From an optimization exercise on the open Yosys and OpenROAD flow, aimed at small area; shortcuts taken in it are not production practice.
Function was checked by simulation only, so behaviour that the tests miss may differ from the original.
Power figures rest on the tool's default switching activity, not on a simulated workload.

[flow/design.v]
module rv_dmem #(
  parameter int unsigned DEPTH = 64,
  parameter int unsigned CNT_W = 16,
  localparam int unsigned AW = $clog2(DEPTH)
) (
  input  logic             clk,
  input  logic             rst,
  input  logic [31:0]      req_address,
  input  logic [31:0]      req_wr_data,
  input  logic             req_wr_en,
  input  logic             req_rd_en,
  input  logic [3:0]       req_byte_en,
  output logic [31:0]      dmem_rd_data,
  input  logic             ld_valid,
  input  logic [AW-1:0]    ld_addr,
  input  logic [31:0]      ld_data,
  output logic             ld_ready,
  output logic             init_done,
  output logic             oor_err,
  output logic [CNT_W-1:0] rd_cnt,
  output logic [CNT_W-1:0] wr_cnt
);
  typedef enum logic {StInit, StReady} state_e;
  state_e            state_q, state_d;
  logic [AW-1:0]     clr_ptr_q;
  logic [31:0]       mem [DEPTH];
  logic [31:0]       rd_data_q;
  logic              oor_q;
  logic [CNT_W-1:0]  rd_cnt_q, wr_cnt_q;
  logic [AW-1:0]     widx;
  logic              req_oor;
  logic              core_rd, core_wr, wr_hit, ld_fire;
  logic [31:0]       rd_word;
  logic              unused_addr;
  assign unused_addr = ^req_address[1:0];
  assign widx    = req_address[AW+1:2];
  assign req_oor = |req_address[31:AW+2];
  assign core_rd = init_done & req_rd_en;
  assign core_wr = init_done & req_wr_en;
  assign wr_hit  = core_wr & ~req_oor;
  assign ld_fire = ld_valid & ld_ready;
  always_ff @(posedge clk or negedge rst) begin
    if (!rst) begin
      state_q   <= StInit;
      clr_ptr_q <= '0;
    end else begin
      state_q <= state_d;
      if (state_q == StInit) clr_ptr_q <= clr_ptr_q + 1'b1;
    end
  end
  always_comb begin
    state_d = state_q;
    if (state_q == StInit && clr_ptr_q == AW'(DEPTH - 1)) state_d = StReady;
  end
  always_comb begin
    init_done = (state_q == StReady);
    ld_ready  = init_done & ~req_wr_en;
  end
  always_comb begin
    rd_word = mem[widx];
    if (wr_hit) begin
      for (int i = 0; i < 4; i++) begin
        if (req_byte_en[i]) rd_word[8*i +: 8] = req_wr_data[8*i +: 8];
      end
    end
    if (ld_fire && ld_addr == widx) rd_word = ld_data;
    if (req_oor) rd_word = '0;
  end
  always_ff @(posedge clk) begin
    if (!init_done) begin
      mem[clr_ptr_q] <= '0;
    end else begin
      if (wr_hit) begin
        for (int i = 0; i < 4; i++) begin
          if (req_byte_en[i]) mem[widx][8*i +: 8] <= req_wr_data[8*i +: 8];
        end
      end
      if (ld_fire) mem[ld_addr] <= ld_data;
    end
  end
  always_ff @(posedge clk or negedge rst) begin
    if (!rst) begin
      rd_data_q <= '0;
      oor_q     <= 1'b0;
      rd_cnt_q  <= '0;
      wr_cnt_q  <= '0;
    end else begin
      if (core_rd) rd_data_q <= rd_word;
      if ((core_rd || core_wr) && req_oor) oor_q <= 1'b1;
      if (core_rd && rd_cnt_q != '1) rd_cnt_q <= rd_cnt_q + CNT_W'(1);
      if (core_wr && wr_cnt_q != '1) wr_cnt_q <= wr_cnt_q + CNT_W'(1);
    end
  end
  assign dmem_rd_data = rd_data_q;
  assign oor_err      = oor_q;
  assign rd_cnt       = rd_cnt_q;
  assign wr_cnt       = wr_cnt_q;
endmodule
[flow/run.sh]
#!/bin/bash
# synth_recipe.tcl (not shown) runs the flow's synth.tcl, then flattens the netlist and writes it again
# the make line also repeats each setting of config.mk as NAME=value (left out here)
make -C /OpenROAD-flow-scripts/flow DESIGN_CONFIG=/design/flow/config.mk WORK_HOME=/design/flow/orfs CLKGATE_MAP_FILE= SYNTH_SCRIPT=/design/flow/synth_recipe.tcl finish
[flow/config.mk]
export PLATFORM = sky130hd
export DESIGN_NAME = rv_dmem
export DESIGN_NICKNAME = rv_dmem
export VERILOG_FILES = /design/flow/design.v
export SDC_FILE = /design/flow/constraint.sdc
export NUM_CORES = 4
export LEC_CHECK = 0
export CAP_MARGIN = 20
export CORE_MARGIN = 2
export CORE_UTILIZATION = 40
export SLEW_MARGIN = 20
[flow/constraint.sdc]
create_clock -name core_clock -period 6.0 [get_ports {clk}]
set_input_delay 1.2000 -clock core_clock [delete_from_list [all_inputs] [get_ports {clk}]]
set_output_delay 1.2000 -clock core_clock [all_outputs]
set_load 0.01 [all_outputs]
==> results of run 1 <==
## final cells by class
type / instances / area [um^2]
antenna: 2 / 5.00
clock buffer: 258 / 5610
clock inverter: 139 / 1190
fill: 17206 / 109000
inverter: 9 / 41.3
multi-input combinational: 1698 / 19200
sequential: 2120 / 63300
tap: 2788 / 3490
timing repair buffer: 619 / 5270
## worst max path at each step
stage,slack (ns),end,from,depth (start not counted)
2_1_floorplan,1.87,mem[0][10],req_address[20],7
3_3_place_gp,0.16,mem[46][11],req_address[20],11
3_5_place_dp,0.20,mem[46][11],req_address[20],11
4_1_cts,1.07,mem[46][10],req_address[20],11
5_1_grt,0.89,mem[46][10],req_address[20],11
6_report,0.97,mem[46][10],req_address[20],11
## logic make-up after synthesis
family	synth area share, %
adder cells (fa/ha/maj)	0.0450
AND/OR/NAND/NOR	3.50
buffers and inverters	1.30
XOR/XNOR	0.430
AO/OA/AOI/OAI	2.70
flip-flops	75.8
multiplexers	16.2
## through the flow
| stage | total power [uW] | util, % | area (um^2) | hold slack, ns | worst slack, ns |
|---|---|---|---|---|---|
| final | 29700 | 47.3 | 98100 | 0.254 | 0.966 |
| after global routing | 30500 | 47.3 | 98100 | 0.245 | 0.887 |
| after CTS | 30000 | 47.3 | 98100 | 0.218 | 1.07 |
| after detailed placement | 17100 | 44.0 | 91300 | 0.461 | 0.196 |
| after global placement | 17100 | 44.0 | 91300 | 0.464 | 0.165 |
| after floorplan | 16700 | - | 83500 | 0.492 | 1.87 |
## worst register-to-register path, delay by kind of cell, from the launching register on
family / cells / cell delay (ns)
buffers and inverters: 3 / 0.78
AO/OA/AOI/OAI: 1 / 0.14
AND/OR/NAND/NOR: 4 / 2.04
multiplexers: 1 / 0.34
flip-flops: 1 / 0.69
## routing by layer
| layer | track usage [%] | vias to the layer above |
|---|---|---|
| li1 | - | 18027 |
| met1 | 27.9 | 22911 |
| met2 | 34.9 | 1738 |
| met3 | 3.38 | 415 |
| met4 | 10.4 | 8 |
| met5 | 0 | - |
## flip-flops by register name (all words and copies together), names as in the netlist
register and flops:
state_q 1, rd_cnt_q 16, wr_cnt_q 16, clr_ptr_q 6, oor_q 1, rd_data_q 32, mem 2048
## cells in the final DEF (no fill, tap or decap), types with 8 or more instances in the layout
master / count
a211oi_1: 9
a21oi_1: 74
a22o_1: 9
a22o_2: 32
a22oi_1: 53
a31oi_1: 12
and2_1: 13
and4_1: 8
buf_12: 15
buf_4: 430
bufinv_16: 15
clkbuf_1: 37
clkbuf_16: 216
clkdlybuf4s50_1: 168
clkinv_1: 63
clkinv_2: 37
clkinvlp_4: 9
dfrtp_1: 72
edfxtp_1: 2048
mux2i_1: 104
mux4_2: 551
nand2_1: 164
nand2b_1: 14
nand3_1: 74
nand4_1: 15
nor2_1: 328
nor3_1: 12
nor4_1: 9
o211ai_1: 10
o21ai_0: 36
o221ai_1: 20
o22ai_1: 11
o31ai_1: 11
xnor2_1: 29
xor2_1: 12
## power by group
part,leakage (uW),internal [uW],switching (uW),total [uW]
registers,0.0152,16000,0,16000
logic,0.00805,313,527,840
clock network,0.00331,7310,5620,12900
total,0.0266,23600,6150,29700
==> metrics.cfg, run 1 <==
[outcome]
status=no timing/DRC/antenna violations

[clock_network]
hold_buffers=0
cts_root_buf=clkbuf_16
post-cts-setup-buffers=0
cts_tree=built
cts_buffer_depth=3
h-tree-depth=4
clkSinkCount=2120
postCtsResizedCells=0
clk_latency_ns=0.87
cts_made_buffers=214
clk_pin_slew_ns=0.06

[setup_path]
r2r_end=mem[46][10]
end_kind=flop
max_stage_delay_ns=0.62
reg2reg_depth=9
path_class=input port to flop
critical_path_arrival_ns=5.60
crit_chain=clkdlybuf4s50_1 -> nor4_1 -> nand4_1 -> buf_4 -> nor4_4 -> mux2i_1 -> o21a_1 -> buf_4 -> nand3_1 -> nor2_1 -> buf_4
crit_fanout=20
critPathLaunchType=input port
r2r_start=state_q
cp.buffers_inverters=4
crit_top_cell=buf_4
slowest_stage=nor4_4
cp_top_family=simple AND/OR/NAND/NOR gates
r2r_slack_ns=1.72
required_ns=6.56

[floorplan]
core_mm2=0.207
fp.dieW_um=461
die_h_um=461
ios=178
die-area_mm2=0.212
rows=167
initial_utilization_pct=40.3

[cells_and_area]
final_cells=7633
syn_to_final_growth_pct=17.5
drive_gt1_share_pct=28.3
nets=4776

[yosys]
synth_cell_types=64
synth_edf_count=2048
synth_most_common_cell=edfxtp_1
ys_ff_latch=2120
synth-warning-count=1
syn_avg_cell_area_um2=20.6
syn_area_mm2=0.0835
synthCells=4053
synth_area_leaders=edfxtp_1 (74%), mux4_2 (15%), dfrtp_1 (2.2%), nor2_1 (1.5%), mux2i_1 (1.2%)
ys_top_cells_by_count=edfxtp_1 (2,048), mux4_2 (551), nor2_1 (330)
yosys.area.top_type=edfxtp_1
yosysTopAreaCellShare_pct=73.7
async_reset_ff_share_pct=3.40
ys.flop_type=edfxtp_1
ys_seq_area_share_pct=75.8
synth_fp_nets=4167

[power_and_ir_drop]
power_density_mw_per_mm2=303
p_leak_uw=0.0266
ir_drop_mv=0.273

[route]
met3_wirelength_um=14800
via_count=43099
wl_per_cell_um=29.8
firstDrtPassIters=5
wl_met1_um=89100
ant_nets=0
via_per_inst=5.65
postRouteWirelength_um=227000
top_layer=met5
detailedRoute.firstIterationViolations=4602
drcViolationCount=0
wl_met2_um=111000

[sta]
fin_skew_ns=0.0278
fin_tns_setup_ns=0
slew_violations=0
finalHoldViolations=0
post-route-period-util_pct=83.9
max_freq_ghz=0.199
tightest_slew_ns=1.15
rsz0062_at_grt=false
setup_viol=0
period_needed_ns=5.03
max_slew_margin_pct=23.4

[placed_design]
dp_hpwl_um=150000
gp_congestion=0.843
portBuffers=175
dp_cells=7234

[global_routing]
grt_pass1_wl_um=321000
overflow=0
grt_pass1_vias=43322
grtUsageTotal_pct=21.4
antenna_found_initial=8
grt_max_degree=74

[hold_path]
worstHoldPathType=input port to asynchronous set/reset pin

[run]
max-cap-violations=0

==> run 2: changes to the inputs <==
==> flow/design.v (replaced) <==
module rv_dmem #(
  parameter int unsigned DEPTH = 64,
  parameter int unsigned CNT_W = 16,
  localparam int unsigned AW = $clog2(DEPTH)
) (
  input  logic             clk,
  input  logic             rst,
  input  logic [31:0]      req_address,
  input  logic [31:0]      req_wr_data,
  input  logic             req_wr_en,
  input  logic             req_rd_en,
  input  logic [3:0]       req_byte_en,
  output logic [31:0]      dmem_rd_data,
  input  logic             ld_valid,
  input  logic [AW-1:0]    ld_addr,
  input  logic [31:0]      ld_data,
  output logic             ld_ready,
  output logic             init_done,
  output logic             oor_err,
  output logic [CNT_W-1:0] rd_cnt,
  output logic [CNT_W-1:0] wr_cnt
);
  logic              init_q;
  logic [AW-1:0]     clr_ptr_q;
  logic [31:0]       mem [DEPTH];
  logic [31:0]       rd_data_q;
  logic              oor_q;
  logic [CNT_W-1:0]  rd_cnt_q, wr_cnt_q;
  logic [AW-1:0]     widx, waddr;
  logic              req_oor;
  logic              core_rd, core_wr, ld_fire;
  logic [3:0]        wben;
  logic [31:0]       wdata;
  logic [DEPTH-1:0]  rsel, wsel;
  logic [31:0]       rd_raw, rd_word;
  logic              unused_addr;
  assign unused_addr = ^req_address[1:0];
  assign widx    = req_address[AW+1:2];
  assign req_oor = |req_address[31:AW+2];
  assign init_done = init_q;
  assign ld_ready  = init_q & ~req_wr_en;
  assign core_rd = init_q & req_rd_en;
  assign core_wr = init_q & req_wr_en;
  assign ld_fire = ld_valid & ld_ready;
  always_ff @(posedge clk or negedge rst) begin
    if (!rst) begin
      init_q    <= 1'b0;
      clr_ptr_q <= '0;
    end else if (!init_q) begin
      clr_ptr_q <= clr_ptr_q + 1'b1;
      if (clr_ptr_q == AW'(DEPTH - 1)) init_q <= 1'b1;
    end
  end
  always_comb begin
    if (!init_q) begin
      waddr = clr_ptr_q;
      wben  = 4'hF;
      wdata = '0;
    end else if (req_wr_en) begin
      waddr = widx;
      wben  = req_oor ? 4'h0 : req_byte_en;
      wdata = req_wr_data;
    end else begin
      waddr = ld_addr;
      wben  = {4{ld_valid}};
      wdata = ld_data;
    end
  end
  for (genvar k = 0; k < DEPTH; k++) begin : g_row
    assign wsel[k] = (waddr == AW'(k));
    assign rsel[k] = (widx == AW'(k));
    for (genvar b = 0; b < 4; b++) begin : g_byte
      always_ff @(posedge clk) begin
        if (wsel[k] && wben[b]) mem[k][8*b +: 8] <= wdata[8*b +: 8];
      end
    end
  end
  always_comb begin
    rd_raw = '0;
    for (int k = 0; k < DEPTH; k++) rd_raw = rd_raw | (mem[k] & {32{rsel[k]}});
  end
  always_comb begin
    for (int b = 0; b < 4; b++) begin
      if (req_wr_en && req_byte_en[b]) rd_word[8*b +: 8] = req_wr_data[8*b +: 8];
      else if (ld_fire && ld_addr == widx) rd_word[8*b +: 8] = ld_data[8*b +: 8];
      else rd_word[8*b +: 8] = rd_raw[8*b +: 8];
    end
    if (req_oor) rd_word = '0;
  end
  always_ff @(posedge clk or negedge rst) begin
    if (!rst) begin
      rd_data_q <= '0;
      oor_q     <= 1'b0;
      rd_cnt_q  <= '0;
      wr_cnt_q  <= '0;
    end else begin
      if (core_rd) rd_data_q <= rd_word;
      if ((core_rd || core_wr) && req_oor) oor_q <= 1'b1;
      if (core_rd && rd_cnt_q != '1) rd_cnt_q <= rd_cnt_q + CNT_W'(1);
      if (core_wr && wr_cnt_q != '1) wr_cnt_q <= wr_cnt_q + CNT_W'(1);
    end
  end
  assign dmem_rd_data = rd_data_q;
  assign oor_err      = oor_q;
  assign rd_cnt       = rd_cnt_q;
  assign wr_cnt       = wr_cnt_q;
endmodule
==> flow/flow/run.sh (new file) <==
#!/bin/bash
# Standard ORFS layout (standard synthesis unchanged) with two changes:
#  - clock tree: larger sink clusters driven by clkbuf_16, no dummy loads;
#  - port buffers: buf_1 instead of the default delay buffer.
set -euo pipefail
CTS="-sink_clustering_enable -repair_clock_nets -dont_use_dummy_load -buf_list sky130_fd_sc_hd__clkbuf_16 -sink_clustering_size 25 -sink_clustering_max_diameter 80 -sink_buffer_max_cap_derate 1.0"
bash standard.sh "CTS_ARGS=$CTS" "BUFFER_PORTS_ARGS=-buffer_cell sky130_fd_sc_hd__buf_1" finish > make_finish.log 2>&1
==> flow/standard.sh (new file) <==
#!/bin/bash
# synth_recipe.tcl (not shown) runs the flow's synth.tcl, then flattens the netlist and writes it again
# the make line also repeats each setting of config.mk as NAME=value (left out here)
make -C /OpenROAD-flow-scripts/flow DESIGN_CONFIG=/design/flow/config.mk WORK_HOME=/design/flow/orfs CLKGATE_MAP_FILE= SYNTH_SCRIPT=/design/flow/synth_recipe.tcl "${@:-finish}"
removed: flow/run.sh
==> run 2 against run 1 <==
Still clean on timing, DRC and antenna. Largest power group unchanged. Register-to-register slack improved by 0.65 ns. Wire length up 55%. Worst setup slack better by 0.16 ns. Critical path depth decreased by 1. Maximum frequency is 3.2% higher. Core utilization is 1.9 points lower. Global-route usage grew 12 points. Synthesized area is 4.1% lower.
==> metrics.cfg, run 2 <==
[yosys]
synth_most_common_cell=edfxtp_1
synth_fp_nets=4807  ; +15%
ys_seq_area_share_pct=79.1  ; +3.2 points
ys_top_cells_by_count=edfxtp_1 (2,048), a22oi_1 (547), nor2_1 (357)
synth_edf_count=2048  ; unchanged
synth_cell_types=74  ; +16%
yosysTopAreaCellShare_pct=76.8  ; +3.1 points
synth-warning-count=2  ; +1
ys_ff_latch=2120  ; unchanged
synth_area_leaders=edfxtp_1 (77%), a22oi_1 (5.1%), dfrtp_1 (2.3%), a221oi_1 (1.9%), a22o_1 (1.9%)
syn_area_mm2=0.0800  ; -4.1%
synthCells=4693  ; +16%
async_reset_ff_share_pct=3.40  ; unchanged
syn_avg_cell_area_um2=17.1  ; -17%
ys.flop_type=edfxtp_1
yosys.area.top_type=edfxtp_1

[placed_design]
dp_hpwl_um=227000  ; +52%
gp_congestion=1.01  ; +20%
placedInstanceArea_mm2=0.0879  ; -3.7%
portBuffers=175  ; unchanged

[power_and_ir_drop]
power_density_mw_per_mm2=269  ; -11%
ir_drop_mv=0.224  ; -18%
p_leak_uw=0.0254  ; -4.4%

[sta]
setup_viol=0  ; unchanged
max_freq_ghz=0.205  ; +3.2%
rsz0062_at_grt=false
period_needed_ns=4.88  ; -0.158 ns
fin_skew_ns=0.0555  ; +0.0277 ns
tightest_slew_ns=1.27  ; +0.119 ns
post-route-period-util_pct=81.3  ; -2.6 points
fin_tns_setup_ns=0  ; unchanged
max_slew_margin_pct=15.3  ; -8.1 points
finalHoldViolations=0  ; unchanged
slew_violations=0  ; unchanged

[floorplan]
rows=164  ; -1.8%
initial_utilization_pct=40.2  ; -0.093 points
core_mm2=0.199  ; -3.9%
ios=178  ; unchanged
fp.dieW_um=451  ; -2.1%
die-area_mm2=0.204  ; -4.1%
die_h_um=451  ; -2.1%

[route]
drcViolationCount=0  ; unchanged
via_per_inst=6.95  ; +23%
wl_met1_um=119000  ; +34%
detailedRoute.firstIterationViolations=12105  ; +160%
top_layer=met5
wl_per_cell_um=44.6  ; +50%
firstDrtPassIters=6  ; +1
met3_wirelength_um=61300  ; +310%
ant_nets=0  ; unchanged
via_count=54822  ; +27%
postRouteWirelength_um=352000  ; +55%
wl_met2_um=144000  ; +30%

[cells_and_area]
utilization_pct=45.4  ; -1.9 points
fill_cells=17090  ; -0.67%
largest_register=mem
syn_to_final_growth_pct=13.0
final_cell_mix=edfxtp_1 (2,048), a22oi_1 (547), buf_4 (496)
nets=5333  ; +12%
final_common_cell=edfxtp_1
drive_gt1_share_pct=15.5  ; -13 points
multi_input_area_mm2=0.0163  ; -15%
seq_area_mm2=0.0633  ; about the same
largest_register_ffs=2048  ; unchanged
top_regs=mem (2048), rd_data_q (32)
postLayoutCellArea_mm2=0.0905  ; -7.7%

[setup_path]
critical_path_arrival_ns=5.60  ; about the same
cp.buffers_inverters=3  ; -1
crit_top_cell=buf_4
r2r_slack_ns=2.37  ; +0.65 ns
required_ns=6.72  ; +0.16 ns
max_stage_delay_ns=1.13  ; +0.51 ns
slowest_stage=nor2_4
end_kind=flop
crit_chain=clkbuf_4 -> nand4bb_1 -> nor2_4 -> buf_4 -> a22oi_1 -> nand4_1 -> or4_1 -> nor4_1 -> buf_4 -> o21ai_0
crit_fanout=34  ; +70%
path_class=input port to flop
cp_top_family=simple AND/OR/NAND/NOR gates
critPathLaunchType=input port

[clock_network]
cts_buffer_depth=3  ; unchanged
hold_buffers=0  ; unchanged
clkSinkCount=2120  ; unchanged
clk_latency_ns=0.83  ; -0.04 ns
post-cts-setup-buffers=0  ; unchanged
h-tree-depth=3  ; -1
clk_pin_slew_ns=0.10  ; +0.04 ns
postCtsResizedCells=0  ; unchanged
cts_tree=built
cts_made_buffers=98  ; -54%
cts_root_buf=clkbuf_16

[global_routing]
grtUsageTotal_pct=33.7  ; +12 points
grt_max_degree=65  ; -12%
grt_pass1_vias=49346  ; +14%
antenna_found_initial=31  ; +23
overflow=0  ; unchanged
grt_pass1_wl_um=457000  ; +42%

[hold_path]
worstHoldPathType=input port to asynchronous set/reset pin

[run]
max-cap-violations=0  ; unchanged

[outcome]
status=no timing/DRC/antenna violations

[run 2: path summary, 6_finish.rpt]
kind	start	end	cells after the start
setup / recovery	req_address[7]	rd_data_q[20]	10
hold / removal	rst	clr_ptr_q[4]	1
setup reg to reg	init_q	mem[3][20]	7
hold reg to reg	oor_q	oor_q	1
max in group asynchronous	rst	rd_data_q[28]	2
min in group core_clock	oor_q	oor_q	1
[run 2: logic make-up after synthesis]
| group | synth area share [%] |
|---|---|
| flops | 79.1 |
| fa+ha+maj | 0.0469 |
| compound gates | 10.7 |
| buf+inv | 1.58 |
| mux | 1.46 |
| simple gates | 6.66 |
| xor+xnor | 0.438 |
[run 2: final cells by class]
| cell class | count | share of cell area [%] |
|---|---|---|
| diodes | 19 | 0.0525 |
| clock buffers | 98 | 2.71 |
| inverters | 4 | 0.0166 |
| multi-input cells | 2293 | 18.0 |
| flip-flops and latches | 2120 | 70.0 |
| well taps | 2656 | 3.67 |
| repair buffers | 702 | 5.55 |
[run 2: report_power, final]
| group | switching [uW] | leakage [uW] | internal (uW) |
|---|---|---|---|
| Sequential | 0 | 0.0152 | 16000 |
| Combinational | 680 | 0.00897 | 280 |
| Clock | 4490 | 0.00121 | 2920 |
| Total | 5170 | 0.0254 | 19200 |
[run 2: layer usage]
layer,track usage (%),vias to the layer above
met5,0,-
met4,20.5,30
met3,13.6,1236
met2,47.5,5700
met1,43.6,27648
li1,-,20208
[run 2: stage by stage]
step           power (uW)  worst slack, ns  cells  hold slack (ns)
2_1_floorplan       16700             1.43   4693            0.457
3_3_place_gp        17200            0.747   7768            0.455
3_5_place_dp        17200            0.720   7774            0.459
4_1_cts             24200             1.50   7872            0.335
5_1_grt             24700             1.43   7876            0.325
6_report            24300             1.12   7892            0.331
[run 2: worst reg2reg max path, delay by kind of cell, from the launching register on]
kind | cells | cell delay (ns)
AOI/OAI and AO/OA | 2 | 0.98
buffers and inverters | 4 | 1.35
DFF | 1 | 0.78
and+or+nand+nor | 1 | 0.25
==> run 3: changes to the inputs <==
--- a/flow/design.v
+++ b/flow/design.v
@@ -76,7 +76,10 @@
     end
   end
-  always_comb begin
-    rd_raw = '0;
-    for (int k = 0; k < DEPTH; k++) rd_raw = rd_raw | (mem[k] & {32{rsel[k]}});
+  for (genvar j = 0; j < 32; j++) begin : g_col
+    logic [DEPTH-1:0] col;
+    for (genvar k = 0; k < DEPTH; k++) begin : g_cell
+      assign col[k] = mem[k][j];
+    end
+    assign rd_raw[j] = |(col & rsel);
   end
   always_comb begin
==> flow/flow/run.sh (replaced) <==
#!/bin/bash
# Standard ORFS layout with three changes:
#  - synthesis: the standard synthesis script, except that ABC maps the logic for area
#    (flow/area.abc: delay relaxed, no buffering/sizing; the placer repairs slew and timing);
#    the registers, their names and cells are exactly the standard synthesis's;
#  - clock tree: larger sink clusters driven by clkbuf_16, no dummy loads;
#  - port buffers: buf_1 instead of the default delay buffer.
set -euo pipefail
HERE=$(pwd)
cat > "$HERE/area_synth.tcl" <<EOF
proc abc {args} {
  set i [lsearch -exact \$args -script]
  if {\$i >= 0} { lset args [expr {\$i + 1}] $HERE/flow/area.abc }
  yosys abc {*}\$args
}
source $HERE/synth_recipe.tcl
EOF
CTS="-sink_clustering_enable -repair_clock_nets -dont_use_dummy_load -buf_list sky130_fd_sc_hd__clkbuf_16 -sink_clustering_size 25 -sink_clustering_max_diameter 80 -sink_buffer_max_cap_derate 1.0"
bash standard.sh "SYNTH_SCRIPT=$HERE/area_synth.tcl" "CTS_ARGS=$CTS" "BUFFER_PORTS_ARGS=-buffer_cell sky130_fd_sc_hd__buf_1" finish > make_finish.log 2>&1
==> flow/flow/area.abc (new file) <==
&get -n
&st
&dch
&nf -R 1000
&put
==> run 3 against run 2 <==
Global-route usage down 11 points. Via count shrank 19%. Clock-buffer cell count increased by 5. Cell area shrank 5.2%. Clock power about the same. Clock skew up 0.026 ns. Flip-flop and latch count stayed put. Largest cell class unchanged. Largest power group unchanged.
==> metrics.cfg, run 3 <==
[outcome]
status=no timing/DRC/antenna violations

[route]
detailedRoute.firstIterationViolations=6430  ; -47%
firstDrtPassIters=6  ; unchanged
via_count=44256  ; -19%
postRouteWirelength_um=231000  ; -34%
ant_nets=0  ; unchanged
drcViolationCount=0  ; unchanged
via_per_inst=6.10  ; -12%
wl_per_cell_um=31.8  ; -29%

[placed_design]
portBuffers=175  ; unchanged
dp_hpwl_um=154000  ; -32%
dp_cells=7145  ; -8.1%
placedInstanceArea_mm2=0.0831  ; -5.4%
gp_congestion=0.897  ; -12%

[sta]
fin_skew_ns=0.0816  ; +0.0261 ns
setup_viol=0  ; unchanged
max_freq_ghz=0.214  ; +4.3%
rsz0062_at_grt=false
tightest_slew_ns=1.20  ; -0.0681 ns
fin_tns_setup_ns=0  ; unchanged
finalHoldViolations=0  ; unchanged
period_needed_ns=4.67  ; -0.203 ns
whs_ns=0.367  ; +0.0360 ns
max_slew_margin_pct=20.0  ; +4.7 points
post-route-period-util_pct=77.9  ; -3.4 points
slew_violations=0  ; unchanged

[yosys]
synth_fp_nets=4341  ; -9.7%
syn_area_mm2=0.0769  ; -3.9%
yosys.area_share.simple_pct=5.34  ; -1.3 points
synth_fa_ha_area_share_pct=0.0488  ; +0.0019 points
synthXorXnorAreaFrac_pct=0.455  ; +0.018 points
synth_top_family_by_area=compound AO/OA/AOI/OAI gates
ys_top_cells_by_count=edfxtp_1 (2,048), a22oi_1 (776), nor2_1 (356)
async_reset_ff_share_pct=3.40  ; unchanged
syn_avg_cell_area_um2=18.2  ; +6.7%
synth_most_common_cell=edfxtp_1
synthCells=4227  ; -9.9%
ys_seq_area_share_pct=82.3  ; +3.2 points
synth_cell_types=30  ; -59%
synth_area_leaders=edfxtp_1 (80%), a22oi_1 (7.6%), dfrtp_1 (2.3%), nand4_1 (1.9%), a22o_1 (1.8%)
yosys-mux-area-fraction_pct=0.0146  ; -1.4 points
yosysTopAreaCellShare_pct=79.9  ; +3.1 points
synth-warning-count=2  ; unchanged
synth_edf_count=2048  ; unchanged
yosys.area.top_type=edfxtp_1
ys_ff_latch=2120  ; unchanged
ys.flop_type=edfxtp_1
synth-compound-area-share_pct=11.8  ; +1.1 points

[global_routing]
overflow=0  ; unchanged
grt_use_met2_pct=36.9  ; -11 points
met1_usage_pct=30.8  ; -13 points
grtUsageMet3_pct=3.93  ; -9.7 points
grt_pass1_vias=41953  ; -15%
antenna_found_initial=13  ; -58%
grt_pass1_wl_um=318000  ; -30%
grt.busiest_layer=met2
grtUsageTotal_pct=22.9  ; -11 points
grt_max_degree=65  ; unchanged

[setup_path]
max_stage_delay_ns=0.74  ; -0.39 ns
slowest_stage=nand2b_2
crit_chain=buf_1 -> nand2b_2 -> buf_4 -> nor2_4 -> buf_4 -> a22oi_1 -> nand4_1 -> or4_1 -> nor4_1 -> buf_4 -> a21oi_1 -> a21oi_1 -> o21ai_0
cp.buffers_inverters=4  ; +1
crit_fanout=25  ; -26%
r2r_start=init_q
critPathLaunchType=input port
path_class=input port to flop
critical_path_arrival_ns=5.24  ; -0.36 ns
required_ns=6.57  ; -0.15 ns
end_kind=flop
crit_start=req_address[6]
crit_top_cell=buf_4
cp_top_family=simple AND/OR/NAND/NOR gates

[cells_and_area]
nets=4854  ; -9.0%
final_cells=7257  ; -8.0%
postLayoutCellArea_mm2=0.0858  ; -5.2%
top_regs=mem (2048), rd_data_q (32)
largest_register_ffs=2048  ; unchanged
final_common_cell=edfxtp_1
drive_gt1_share_pct=9.35  ; -6.2 points
largest_register=mem
syn_to_final_growth_pct=11.5
final_cell_mix=edfxtp_1 (2,048), a22oi_1 (776), nor2_1 (291)
fill_cells=16351  ; -4.3%

[clock_network]
cts_root_buf=clkbuf_16
cts_tree=built
postCtsResizedCells=0  ; unchanged
clk_latency_ns=0.78  ; -0.05 ns
clkSinkCount=2120  ; unchanged
hold_buffers=0  ; unchanged
cts_buffer_depth=3  ; unchanged
h-tree-depth=3  ; unchanged
cts_made_buffers=103  ; +5.1%
post-cts-setup-buffers=0  ; unchanged
clk_pin_slew_ns=0.09  ; about the same

[floorplan]
core_mm2=0.191  ; -4.3%
ios=178  ; unchanged
die-area_mm2=0.196  ; -3.9%
fp.dieW_um=443  ; -1.9%
die_h_um=443  ; -1.9%
rows=160  ; -2.4%
initial_utilization_pct=40.4  ; +0.19 points

[power_and_ir_drop]
power_density_mw_per_mm2=281  ; +4.6%
ir_drop_mv=0.200  ; -11%
p_leak_uw=0.0226  ; -11%

[run]
max-cap-violations=0  ; unchanged

[hold_path]
worstHoldPathType=input port to asynchronous set/reset pin

run 3: changes by cell type after synthesis, moves of 45 or more:
cell	change
clkbuf_1	-145
mux2i_1	-85
a22oi_1	+229
buf_2	-83
and3_1	-63
a221oi_1	-45
nand4_1	+104
run 3: final cells by class:
cell class | instances | area (um^2) | share of cell area (%)
flip-flops and latches | 2120 | 63300 | 73.8
multi-input cells | 2105 | 14100 | 16.4
well taps | 2511 | 3140 | 3.66
repair buffers | 408 | 2620 | 3.05
clock buffers | 103 | 2580 | 3.00
diodes | 8 | 20.0 | 0.0233
inverters | 2 | 7.51 | 0.00875
run 3: worst register-to-register path: stages, from the launching register on:
cell	delay [ns]
dfrtp_1	0.35
buf_4	0.24
and2_2	0.51
a221oi_1	0.61
nand2_1	0.22
nor2_1	0.70
nand2_1	0.62
nor2_1	0.73
run 3: worst paths after layout:
path / endpoint / slack (ns) / depth (start not counted)
worst max-delay path: rd_data_q[5] / 1.33 / 13
worst min-delay path: rd_data_q[4] / 0.37 / 1
worst max register to register: mem[41][11] / 1.64 / 7
worst min register to register: rd_data_q[30] / 0.49 / 2
max in group asynchronous: wr_cnt_q[3] / 4.37 / 2
min in group core_clock: rd_data_q[30] / 0.49 / 2
run 3: cell families (layout without fill, tap and decap cells):
group,count (synthesis),after routing
compound gates,1208,1208
xor+xnor,40,40
fa+ha+maj,3,3
buf+inv,2,513
flops,2120,2120
mux,1,1
other cells,0,8
simple gates,853,853
run 3: power breakdown:
group	switching (uW)	leakage, uW	internal, uW	total, uW
clock	4340	0.00127	3050	7390
combinational	535	0.00609	245	780
sequential	0	0.0153	16000	16000
total	4870	0.0226	19300	24100
run 3: per-stage QoR:
stage | total power (uW) | worst slack (ns) | utilization (%)
after floorplan | 16600 | 0.711 | -
after global placement | 17100 | 0.650 | 43.6
after detailed placement | 17100 | 0.612 | 43.6
after CTS | 24200 | 1.36 | 45.0
after global routing | 24700 | 1.18 | 45.0
final | 24100 | 1.33 | 45.0
run 3: metal layers:
metal / vias to the layer above / wire (um)
met4: 6 / 10700
met2: 2084 / 109000
li1: 18963 / -
met5: - / 32
met1: 22891 / 91200
met3: 312 / 19600
==> run 4: changes to the inputs <==
--- a/flow/design.v
+++ b/flow/design.v
@@ -81,5 +81,13 @@
       assign col[k] = mem[k][j];
     end
-    assign rd_raw[j] = |(col & rsel);
+    logic [21:0] grp;
+    for (genvar g = 0; g < 22; g++) begin : g_grp
+      if (3 * g + 2 < DEPTH) begin : g_full
+        assign grp[g] = (col[3*g] & rsel[3*g]) | (col[3*g+1] & rsel[3*g+1]) | (col[3*g+2] & rsel[3*g+2]);
+      end else begin : g_part
+        assign grp[g] = col[3*g] & rsel[3*g];
+      end
+    end
+    assign rd_raw[j] = |grp;
   end
   always_comb begin
--- a/flow/config.mk
+++ b/flow/config.mk
@@ -8,4 +8,5 @@
 export CAP_MARGIN = 20
 export CORE_MARGIN = 2
-export CORE_UTILIZATION = 40
+export CORE_UTILIZATION = 50
+export PLACE_DENSITY = 0.82
 export SLEW_MARGIN = 20
==> run 4 against run 3 <==
Via count fell by 1.8%. Combinational power fell by 8.5%. Largest power group unchanged. Wire length fell by 17%. Sequential power barely moved. Worst hold slack got worse by 0.014 ns. Worst setup slack got worse by 0.32 ns. Synthesized cell count fell by 8.4%. Register-to-register slack got worse by 0.43 ns. Clock skew fell by 0.041 ns. Still clean. Clock-buffer cell count fell by 9. Critical path type unchanged.
==> metrics.cfg, run 4 <==
[route]
drcViolationCount=0  ; unchanged
firstDrtPassIters=13  ; +7
postRouteWirelength_um=190000  ; -17%
wl_per_cell_um=30.4  ; -4.5%
ant_nets=0  ; unchanged
via_count=43465  ; -1.8%
detailedRoute.firstIterationViolations=9109  ; +42%
via_per_inst=6.93  ; +14%

[sta]
finalHoldViolations=0  ; unchanged
max_slew_margin_pct=10.5  ; -9.5 points
setup_viol=0  ; unchanged
fin_skew_ns=0.0411  ; -0.0406 ns
rsz0062_at_grt=false
post-route-period-util_pct=83.3  ; +5.4 points
slew_violations=0  ; unchanged
max_freq_ghz=0.200  ; -6.5%
tightest_slew_ns=1.34  ; +0.138 ns
fin_tns_setup_ns=0  ; unchanged
period_needed_ns=5.00  ; +0.323 ns
fin_ws_ns=1.00  ; -0.323 ns

[global_routing]
antenna_found_initial=21  ; +8
grtUsageTotal_pct=24.0  ; +1.1 points
grt_pass1_wl_um=272000  ; -14%
grt_pass1_vias=41767  ; -0.44%
grt_max_degree=65  ; unchanged
overflow=0  ; unchanged

[floorplan]
core_mm2=0.150  ; -21%
ios=178  ; unchanged
die-area_mm2=0.154  ; -21%
rows=142  ; -11%
die_h_um=392  ; -11%
initial_utilization_pct=50.4  ; +10 points
fp.dieW_um=392  ; -11%

[yosys]
synth_most_common_cell=edfxtp_1
yosysTopAreaCellShare_pct=81.5  ; +1.6 points
ys_ff_latch=2120  ; unchanged
ys_seq_area_share_pct=83.9  ; +1.6 points
syn_area_mm2=0.0754  ; -1.9%
synth_cell_types=29  ; -3.3%
ys.flop_type=edfxtp_1
synth_area_leaders=edfxtp_1 (82%), a222oi_1 (8.9%), dfrtp_1 (2.4%), nor2_1 (1.8%), nand4_1 (1.4%)
synthCells=3873  ; -8.4%
synth_fp_nets=3987  ; -8.2%
async_reset_ff_share_pct=3.40  ; unchanged
ys_top_cells_by_count=edfxtp_1 (2,048), a222oi_1 (672), nor2_1 (354)
synth_edf_count=2048  ; unchanged
synth-warning-count=2  ; unchanged
syn_avg_cell_area_um2=19.5  ; +7.0%
yosys.area.top_type=edfxtp_1

[power_and_ir_drop]
p_leak_uw=0.0220  ; -2.6%
power_density_mw_per_mm2=287  ; +2.0%
ir_drop_mv=0.212  ; +6.1%

[cells_and_area]
nets=4360  ; -10%
final_common_cell=edfxtp_1
largest_register=mem
drive_gt1_share_pct=7.05  ; -2.3 points
syn_to_final_growth_pct=9.02
final_cell_mix=edfxtp_1 (2,048), a222oi_1 (672), nor2_1 (290)
largest_register_ffs=2048  ; unchanged
top_regs=mem (2048), rd_data_q (32)
postLayoutCellArea_mm2=0.0822  ; -4.1%
fill_cells=10801  ; -34%

[setup_path]
crit_top_cell=a21oi_1
crit_chain=buf_1 -> nor2_1 -> nand2_1 -> nor2_2 -> buf_4 -> a222oi_1 -> nand4_1 -> or4_1 -> nor3_1 -> a21oi_1 -> a21oi_1 -> o21ai_0
end_kind=flop
reg2reg_depth=6  ; -1
path_class=input port to flop
cp.depth=12  ; -1
required_ns=6.57  ; about the same
critPathLaunchType=input port
crit_fanout=17  ; -32%
max_stage_delay_ns=0.67  ; -0.07 ns
critical_path_arrival_ns=5.57  ; +0.33 ns
slowest_stage=or4_1
cp_top_family=simple AND/OR/NAND/NOR gates
cp.buffers_inverters=2  ; -2

[clock_network]
cts_made_buffers=94  ; -8.7%
clkSinkCount=2120  ; unchanged
cts_tree=built
post-cts-setup-buffers=0  ; unchanged
h-tree-depth=3  ; unchanged
hold_buffers=0  ; unchanged
cts_buffer_depth=3  ; unchanged
clk_latency_ns=0.73  ; -0.05 ns
clk_pin_slew_ns=0.10  ; about the same
cts_root_buf=clkbuf_16
postCtsResizedCells=0  ; unchanged

[placed_design]
placedInstanceArea_mm2=0.0797  ; -4.2%
dp_slack_ns=0.737  ; +0.124 ns
portBuffers=175  ; unchanged
dp_hpwl_um=133000  ; -14%
gp_congestion=1.37  ; +53%

[outcome]
status=no timing/DRC/antenna violations

[run]
max-cap-violations=0  ; unchanged

[hold_path]
worstHoldPathType=input port to asynchronous set/reset pin

==> run 4: kinds of logic after synthesis <==
group           count (synthesis)  synth area share, %
compound gates                855                 10.4
mux                             1               0.0149
buf+inv                         3               0.0149
fa+ha+maj                       3               0.0498
xor+xnor                       41                0.476
simple gates                  850                 5.16
flops                        2120                 83.9
==> run 4: per-stage QoR <==
step / total power [uW] / hold WS (ns) / std cells / utilization [%]
5_1_grt: 24100 / 0.336 / 6268 / 54.9
6_report: 23600 / 0.353 / 6271 / 54.9
4_1_cts: 23500 / 0.337 / 6260 / 54.8
2_1_floorplan: 16600 / 0.460 / 3873 / -
3_3_place_gp: 16900 / 0.461 / 6166 / 53.2
3_5_place_dp: 17000 / 0.463 / 6166 / 53.2
==> run 4: layout make-up <==
cell class                      count  area, um^2  area share (%)
Inverter                            3        11.3          0.0137
Sequential cell                  2120       63300            77.0
Multi-Input combinational cell   1750       12600            15.3
Clock buffer                       94        2350            2.86
Antenna cell                       11        27.5          0.0335
Tap cell                         2016        2520            3.07
Timing Repair Buffer              277        1430            1.73
==> run 4: layer usage <==
layer  GRT usage, %  routed length [um]  vias up
met5              0                 158        -
met4           9.64                8990       10
met3           7.47               25900      513
met2           39.3               90900     3393
met1           29.9               64600    21596
li1               -                   -    17953
==> run 4: worst paths after layout <==
check / startpoint / end / slack (ns)
setup / recovery: req_address[5] / rd_data_q[19] / 1.00
setup reg to reg: init_q / mem[53][22] / 1.21
max in group asynchronous: rst / wr_cnt_q[4] / 4.52
hold reg to reg: rd_data_q[31] / rd_data_q[31] / 0.48
min in group core_clock: rd_data_q[31] / rd_data_q[31] / 0.48
hold / removal: rst / rd_cnt_q[11] / 0.35
==> run 4: report_power, final <==
part	switching [uW]	leakage (uW)	total (uW)	internal [uW]
Sequential	0	0.0153	16000	16000
Clock	4120	0.00116	6920	2800
Combinational	498	0.00562	714	216
Total	4620	0.0220	23600	19000
==> run 5: changes to the inputs <==
--- a/flow/config.mk
+++ b/flow/config.mk
@@ -9,4 +9,4 @@
 export CORE_MARGIN = 2
 export CORE_UTILIZATION = 50
-export PLACE_DENSITY = 0.82
+export PLACE_DENSITY = 0.75
 export SLEW_MARGIN = 20
==> run 5 against run 4 <==
Register-to-register slack got worse by 0.04 ns. Cell area hardly changed. Largest cell class unchanged. Synthesized cell count is the same. Critical path type unchanged. Still clean. Maximum frequency rose by 2.0%.
==> metrics.cfg, run 5 <==
[power_and_ir_drop]
switching_share_pct=19.4  ; -0.19 points
intPower_uw=19000  ; +0.13%
p_sw_uw=4570  ; -1.1%
combPwrFrac_pct=2.9  ; about the same
p_leak_uw=0.0221  ; +0.25%
power_density_mw_per_mm2=286  ; -0.19%
power.share.sequential_pct=67.7  ; about the same
ir_drop_mv=0.199  ; -6.2%
power.share.clock_pct=29.4  ; about the same

[clock_network]
post-cts-setup-buffers=0  ; unchanged
h-tree-depth=3  ; unchanged
clk_latency_ns=0.74  ; about the same
clk_pin_slew_ns=0.09  ; about the same
cts_made_buffers=95  ; +1.1%
cts_buffer_depth=3  ; unchanged
clkSinkCount=2120  ; unchanged
postCtsResizedCells=0  ; unchanged
hold_buffers=0  ; unchanged
cts_root_buf=clkbuf_16
cts_tree=built

[global_routing]
overflow=0  ; unchanged
grt_pass1_vias=40108  ; -4.0%
grt_pass1_wl_um=264000  ; -3.0%
grt.busiest_layer=met2
grtUsageTotal_pct=23.5  ; -0.53 points
grt_use_met2_pct=38.5  ; -0.80 points
met1_usage_pct=31.7  ; +1.8 points
antenna_found_initial=8  ; -62%
grt_max_degree=65  ; unchanged
grtUsageMet3_pct=5.36  ; -2.1 points

[setup_path]
reg2reg_depth=6  ; unchanged
critPathLaunchType=input port
r2r_end=mem[27][28]
cp-endpoint=rd_data_q[22]
path_class=input port to flop
crit_fanout=17  ; unchanged
required_ns=6.57  ; about the same
critical_path_arrival_ns=5.47  ; -0.10 ns
crit_start=req_address[7]
end_kind=flop
r2r_start=init_q
r2r_slack_ns=1.17  ; -0.04 ns

[yosys]
ys_seq_area_share_pct=83.9  ; unchanged
synth_most_common_cell=edfxtp_1
syn_area_mm2=0.0754  ; unchanged
ys_ff_latch=2120  ; unchanged
yosysTopAreaCellShare_pct=81.5  ; unchanged
async_reset_ff_share_pct=3.40  ; unchanged
synth-warning-count=2  ; unchanged
ys_top_cells_by_count=edfxtp_1 (2,048), a222oi_1 (672), nor2_1 (354)
synth_area_leaders=edfxtp_1 (82%), a222oi_1 (8.9%), dfrtp_1 (2.4%), nor2_1 (1.8%), nand4_1 (1.4%)
synth_cell_types=29  ; unchanged
syn_avg_cell_area_um2=19.5  ; unchanged
ys.flop_type=edfxtp_1
synth_fp_nets=3987  ; unchanged
synthCells=3873  ; unchanged
yosys.area.top_type=edfxtp_1
synth_edf_count=2048  ; unchanged

[cells_and_area]
multi_input_area_mm2=0.0125  ; -0.56%
nets=4378  ; +0.41%
syn_to_final_growth_pct=9.11  ; about the same
largest_register=mem
fill_cells=11210  ; +3.8%
postLayoutCellArea_mm2=0.0823  ; about the same
seq_area_mm2=0.0633  ; unchanged
drive_gt1_share_pct=7.44  ; +0.39 points
top_regs=mem (2048), rd_data_q (32)
final_cell_mix=edfxtp_1 (2,048), a222oi_1 (672), nor2_1 (290)
largest_register_ffs=2048  ; unchanged
final_common_cell=edfxtp_1

[sta]
fin_tns_setup_ns=0  ; unchanged
fin_ws_ns=1.10  ; +0.0999 ns
rsz0062_at_grt=false
slew_violations=0  ; unchanged
fin_skew_ns=0.0535  ; +0.0125 ns
whs_ns=0.341  ; -0.0122 ns
finalHoldViolations=0  ; unchanged
setup_viol=0  ; unchanged
tightest_slew_ns=1.24  ; -0.103 ns
period_needed_ns=4.90  ; -0.0999 ns
post-route-period-util_pct=81.6  ; -1.7 points
max_slew_margin_pct=17.4  ; +6.9 points
max_freq_ghz=0.204  ; +2.0%

[route]
drcViolationCount=0  ; unchanged
ant_nets=0  ; unchanged
detailedRoute.firstIterationViolations=7801  ; -14%
via_count=42178  ; -3.0%
postRouteWirelength_um=185000  ; -3.0%
via_per_inst=6.72  ; -3.1%
firstDrtPassIters=11  ; -2
wl_per_cell_um=29.4  ; -3.1%

[floorplan]
core_mm2=0.150  ; unchanged
die_h_um=392  ; unchanged
die-area_mm2=0.154  ; unchanged
initial_utilization_pct=50.4  ; unchanged
ios=178  ; unchanged
rows=142  ; unchanged
fp.dieW_um=392  ; unchanged

[placed_design]
dp_hpwl_um=129000  ; -2.8%
portBuffers=175  ; unchanged
placedInstanceArea_mm2=0.0798  ; +0.16%
gp_congestion=0.999  ; -27%
dp_slack_ns=0.661  ; -0.0757 ns

[outcome]
status=no timing/DRC/antenna violations

[hold_path]
worstHoldPathType=input port to asynchronous set/reset pin

[run]
max-cap-violations=0  ; unchanged

## run 5: cell counts after synthesis
No cell type changed its count.
## run 5: power by group through the flow
stage / combinational (uW) / sequential (uW) / clock, uW
2_1_floorplan: 291 / 16300 / 0
5_1_grt: 721 / 16000 / 7410
3_5_place_dp: 657 / 16300 / 0
3_3_place_gp: 651 / 16300 / 0
4_1_cts: 662 / 16000 / 6940
6_report: 688 / 16000 / 6920
## run 5: area by class of cell
| class | count | share of cell area (%) |
|---|---|---|
| Timing Repair Buffer | 294 | 1.90 |
| Tap cell | 2016 | 3.06 |
| Clock buffer | 95 | 2.89 |
| Sequential cell | 2120 | 76.9 |
| Inverter | 3 | 0.0137 |
| Multi-Input combinational cell | 1750 | 15.2 |
| Antenna cell | 1 | 0.00304 |
## run 5: kinds of logic (layout without fill, tap and decap cells)
kind of cell / count (synthesis) / in the layout / synth area share (%)
compound gates: 855 / 855 / 10.4
xor+xnor: 41 / 41 / 0.476
fa+ha+maj: 3 / 3 / 0.0498
buf+inv: 3 / 392 / 0.0149
flops: 2120 / 2120 / 83.9
mux: 1 / 1 / 0.0149
other cells: 0 / 1 / 0
simple gates: 850 / 850 / 5.16
## run 5: per-layer routing
layer | wire [um] | vias to the layer above
met5 | 8 | -
met4 | 5720 | 2
met3 | 20700 | 281
met2 | 89200 | 2595
met1 | 69200 | 21330
li1 | - | 17970
## run 5: metrics by stage
stage / total power (uW) / utilization [%] / std cells
after CTS: 23600 / 54.9 / 6278
after global placement: 16900 / 53.3 / 6182
final: 23600 / 55.0 / 6279
after global routing: 24100 / 55.0 / 6278
after floorplan: 16600 / - / 3873
after detailed placement: 16900 / 53.3 / 6183
## run 5: worst min-delay path by stage
stage / start / endpoint / slack, ns / depth (start not counted)
6_report: rst / rd_data_q[18] / 0.34 / 1
5_1_grt: rst / rd_data_q[18] / 0.32 / 1
4_1_cts: rst / rd_data_q[18] / 0.29 / 1
3_5_place_dp: oor_q / oor_q / 0.47 / 1
3_3_place_gp: oor_q / oor_q / 0.46 / 1
2_1_floorplan: clr_ptr_q[5] / clr_ptr_q[5] / 0.46 / 1
## run 5: critical path, stage by stage
cell	delay [ns]
buf_1	0.53
nand2b_1	0.69
buf_4	0.28
buf_4	0.17
nor2_2	0.15
buf_4	0.27
a222oi_1	0.49
nand4_1	0.12
or4_1	0.68
nor3_1	0.48
a21oi_1	0.15
a21oi_1	0.13
o21ai_0	0.08

==> port drivers added, routing unchanged <==
Ports are ideal in the flow. The routed layouts listed here were re-timed in OpenROAD.
Step 1 (the two cells are an assumption about what drives the block):
set clk [get_ports {clk}]
set_driving_cell -lib_cell sky130_fd_sc_hd__clkbuf_16 $clk
set_driving_cell -lib_cell sky130_fd_sc_hd__buf_2 [delete_from_list [all_inputs] $clk]
Step 2 adds t to the input delays and takes it off the output delays; t is the mean of the earliest and latest rising clock arrival at the registers after step 1. Input paths then give back, and output paths get back, about the clock's delay inside the block.
Slacks: no drivers / after step 1 / after step 2; pairs: no drivers / after step 1.
run	t (ns)	slack for setup (ns)	worst setup path after step 2	latest minus earliest clock arrival (ns)	worst data-port slew with drivers (ns)
run 1	0.950	0.966 / 1.039 / 0.089	input to register	0.030 / 0.030	0.07
run 2	0.892	1.125 / 1.196 / 0.304	input to register	0.059 / 0.060	0.08
run 3	0.827	1.327 / 1.279 / 0.452	input to register	0.088 / 0.088	0.14
run 4	0.782	1.004 / 1.037 / 0.255	input to register	0.051 / 0.051	0.23
run 5	0.788	1.104 / 1.111 / 0.322	input to register	0.063 / 0.063	0.12
After both steps setup and hold are still met in every run listed. For run 1, which loses most, drivers alone change the setup slack by +0.073 ns; drivers and shift together by -0.877 ns.
